Source: an optimization exercise on an open RTL-to-GDS flow (aim: small area). Production flows keep margins and buffers that such runs may drop. Function was checked by simulation only, so behaviour that the tests miss may differ from the original.

==> inputs of maple <==
==> flow/design.v <==
package vregm_pkg;
  localparam int DEF_XLEN  = 32;
  localparam int DEF_LANES = 4;
  localparam int DEF_NREGS = 16;
  localparam int DEF_NREAD = 2;
  function automatic int clog2(input int n);
    int r;
    r = 0;
    while ((1 << r) < n) r = r + 1;
    clog2 = r;
  endfunction
endpackage
module vregm_clear_seq (
  input  logic i_clk,
  input  logic i_rst,
  output logic o_ready
);
  logic r_ready;
  always_ff @(posedge i_clk or posedge i_rst) begin
    if (i_rst) r_ready <= 1'b0;
    else       r_ready <= 1'b1;
  end
  assign o_ready = r_ready;
endmodule
module vregm_lane #(
  parameter int W = 32
) (
  input  logic         i_clk,
  input  logic         i_en,
  input  logic         i_hold,
  input  logic [W-1:0] i_wd,
  output logic [W-1:0] o_nxt
);
  logic [W-1:0] r_q;
  assign o_nxt = ({W{i_en}} & i_wd) | ({W{i_hold}} & r_q);
  always_ff @(posedge i_clk) begin
    r_q <= o_nxt;
  end
endmodule
module vregm_aoi222 (
  input  logic i_a1,
  input  logic i_a2,
  input  logic i_b1,
  input  logic i_b2,
  input  logic i_c1,
  input  logic i_c2,
  output logic o_y
);
  assign o_y = !((i_a1 && i_a2) || (i_b1 && i_b2) || (i_c1 && i_c2));
endmodule
module vregm_rdbit #(
  parameter int N = 15
) (
  input  logic [N-1:0] i_sel,
  input  logic [N-1:0] i_d,
  output logic         o_q
);
  localparam int G = (N + 2) / 3;
  logic [3*G-1:0] w_sel;
  logic [3*G-1:0] w_d;
  logic [G-1:0]   w_y;
  assign w_sel = (3*G)'(i_sel);
  assign w_d   = (3*G)'(i_d);
  for (genvar g = 0; g < G; g++) begin : g_grp
    vregm_aoi222 u_aoi (
      .i_a1 (w_sel[3*g]),   .i_a2 (w_d[3*g]),
      .i_b1 (w_sel[3*g+1]), .i_b2 (w_d[3*g+1]),
      .i_c1 (w_sel[3*g+2]), .i_c2 (w_d[3*g+2]),
      .o_y  (w_y[g])
    );
  end
  assign o_q = !(&w_y);
endmodule
module vregm_rdsel #(
  parameter int N = 15,
  parameter int W = 32
) (
  input  logic [N-1:0]   i_sel,
  input  logic [N*W-1:0] i_d,
  output logic [W-1:0]   o_q
);
  for (genvar b = 0; b < W; b++) begin : g_bit
    logic [N-1:0] w_d;
    for (genvar r = 0; r < N; r++) begin : g_r
      assign w_d[r] = i_d[r*W + b];
    end
    vregm_rdbit #(.N(N)) u_bit (
      .i_sel (i_sel),
      .i_d   (w_d),
      .o_q   (o_q[b])
    );
  end
endmodule
module vregm
#(
  parameter int XLEN     = vregm_pkg::DEF_XLEN,
  parameter int LANES    = vregm_pkg::DEF_LANES,
  parameter int NREGS    = vregm_pkg::DEF_NREGS,
  parameter int NREAD    = vregm_pkg::DEF_NREAD,
  parameter int ZERO_REG = 1,
  parameter int AW       = vregm_pkg::clog2(NREGS)
) (
  input  logic                        i_clk,
  input  logic                        i_rst,
  input  logic [NREAD*AW-1:0]         i_rd_addr,
  output logic [NREAD*LANES*XLEN-1:0] o_rd_data,
  output logic [NREAD-1:0]            o_rd_busy,
  input  logic                        i_wr_en,
  input  logic [AW-1:0]               i_wr_addr,
  input  logic [LANES-1:0]            i_wr_mask,
  input  logic [LANES*XLEN-1:0]       i_wr_data,
  input  logic                        i_wr_last,
  input  logic                        i_iss_en,
  input  logic [AW-1:0]               i_iss_addr,
  output logic                        o_ready
);
  localparam int RW = LANES * XLEN;
  localparam int R0 = (ZERO_REG != 0) ? 1 : 0;   
  localparam int NS = NREGS - R0;                 
  logic w_ready;
  vregm_clear_seq u_clear_seq (
    .i_clk   (i_clk),
    .i_rst   (i_rst),
    .o_ready (w_ready)
  );
  logic [NS*XLEN-1:0] w_nxt [LANES];
  logic [NS-1:0]      w_busy_q;
  logic [NS-1:0]      w_busy_clr;
  for (genvar s = 0; s < NS; s++) begin : g_reg
    localparam int R = s + R0;
    logic w_wsel;
    logic w_iss;
    logic r_busy;
    assign w_wsel = i_wr_en && (i_wr_addr == AW'(R));
    assign w_iss  = i_iss_en && (i_iss_addr == AW'(R));
    for (genvar l = 0; l < LANES; l++) begin : g_ln
      vregm_lane #(.W(XLEN)) u_lane (
        .i_clk  (i_clk),
        .i_en   (w_ready && w_wsel && i_wr_mask[l]),
        .i_hold (w_ready && !(w_wsel && i_wr_mask[l])),
        .i_wd   (i_wr_data[l*XLEN +: XLEN]),
        .o_nxt  (w_nxt[l][s*XLEN +: XLEN])
      );
    end
    assign w_busy_clr[s] = w_wsel && i_wr_last;
    always_ff @(posedge i_clk) begin
      r_busy <= w_ready && (w_iss || (r_busy && !w_busy_clr[s]));
    end
    assign w_busy_q[s] = r_busy;
  end
  for (genvar p = 0; p < NREAD; p++) begin : g_rd
    logic [AW-1:0] w_ra;
    logic [NS-1:0] w_rsel;
    assign w_ra = i_rd_addr[p*AW +: AW];
    for (genvar s = 0; s < NS; s++) begin : g_dec
      assign w_rsel[s] = (w_ra == AW'(s + R0));
    end
    for (genvar l = 0; l < LANES; l++) begin : g_ln
      vregm_rdsel #(.N(NS), .W(XLEN)) u_rdsel (
        .i_sel (w_rsel),
        .i_d   (w_nxt[l]),
        .o_q   (o_rd_data[p*RW + l*XLEN +: XLEN])
      );
    end
    assign o_rd_busy[p] = w_ready && |(w_rsel & w_busy_q & ~w_busy_clr);
  end
  assign o_ready = w_ready;
endmodule
==> flow/flow/run.sh <==
#!/bin/bash
# Standard ORFS layout with two layout-only changes:
#  - port buffers use the smallest plain buffer (repair_design upsizes where needed);
#  - CTS inserts no dummy loads.
set -euo pipefail
bash standard.sh \
  "BUFFER_PORTS_ARGS=-buffer_cell sky130_fd_sc_hd__buf_1" \
  "CTS_ARGS=-sink_clustering_enable -repair_clock_nets -dont_use_dummy_load -sink_clustering_size 20 -sink_clustering_max_diameter 100" \
  finish > standard_flow.log 2>&1
==> flow/standard.sh <==
#!/bin/bash
# synth_recipe.tcl (not shown) runs the flow's synth.tcl, then flattens the netlist and writes it again
# the make line also repeats each setting of config.mk as NAME=value (left out here)
make -C /OpenROAD-flow-scripts/flow DESIGN_CONFIG=/design/flow/config.mk WORK_HOME=/design/flow/orfs CLKGATE_MAP_FILE= SYNTH_SCRIPT=/design/flow/synth_recipe.tcl "${@:-finish}"
==> flow/config.mk <==
export PLATFORM = sky130hd
export DESIGN_NAME = vregm
export DESIGN_NICKNAME = vregm
export VERILOG_FILES = /design/flow/design.v
export SDC_FILE = /design/flow/constraint.sdc
export NUM_CORES = 4
export LEC_CHECK = 0
export CAP_MARGIN = 20
export CORE_MARGIN = 2
export CORE_UTILIZATION = 35
export PLACE_DENSITY = 0.5
export SLEW_MARGIN = 20
export SYNTH_HIERARCHICAL = 1
==> flow/constraint.sdc <==
create_clock -name core_clock -period 8.0 [get_ports {i_clk}]
set_input_delay 1.6000 -clock core_clock [delete_from_list [all_inputs] [get_ports {i_clk}]]
set_output_delay 1.6000 -clock core_clock [all_outputs]
set_load 0.01 [all_outputs]
==> ember (differences from maple) <==
- CORE_UTILIZATION: 35 -> 45
- PLACE_DENSITY: 0.5 -> 0.55
==> tundra (differences from maple) <==
--- a/flow/flow/run.sh
+++ b/flow/flow/run.sh
@@ -7,3 +7,3 @@
   "BUFFER_PORTS_ARGS=-buffer_cell sky130_fd_sc_hd__buf_1" \
-  "CTS_ARGS=-sink_clustering_enable -repair_clock_nets -dont_use_dummy_load -sink_clustering_size 20 -sink_clustering_max_diameter 100" \
+  "CTS_ARGS=-sink_clustering_enable -repair_clock_nets -dont_use_dummy_load -sink_clustering_size 25 -sink_clustering_max_diameter 100" \
   finish > standard_flow.log 2>&1
==> notes <==
- Clock skew, lowest first: ember, tundra, maple.
- Register-to-register slack: ember > tundra > maple.
- Between ember and maple, the lower critical path depth is in maple (gap 2).
- Clock-buffer cell count, lowest first: tundra, ember, maple.
- In ember the global-route usage is higher than in tundra, by 6.8 points.
- Via count, lowest first: tundra, maple, ember.
- Die area is the same in maple and tundra.
- Worst setup slack: ember > tundra > maple.

afterwards: timing with drivers on the ports:
The flow's constraints put no driver on any port. The routed layouts listed below were extracted and timed again, unchanged, in two steps.
Step 1, drivers: a clkbuf_16 drives i_clk and a buf_2 each remaining input, both assumed.
Step 2 moves the port delays by t, midway between the first and last clock arrival at a register: inputs arrive t later, outputs are due t later. That takes back most of the time a late clock gives input paths.
Slacks: no drivers / after step 1 / after step 2; pairs: no drivers / after step 1.
run | t (ns) | setup WS [ns] | hold slack, ns | worst register clock-pin slew, ns | cell pins on the clock port's net
maple | 0.856 | 0.676 / 0.647 / 0.647 | 0.485 / 0.485 / 0.485 | 0.09 / 0.09 | 1
ember | 0.863 | 0.815 / 0.783 / 0.783 | 0.482 / 0.482 / 0.482 | 0.10 / 0.10 | 1
tundra | 0.838 | 0.682 / 0.652 / 0.652 | 0.483 / 0.483 / 0.483 | 0.11 / 0.11 | 1
After both steps every run listed still meets setup and hold. The setup slack of ember, which loses most, moves by -0.032 ns with the drivers and by -0.032 ns with both steps.
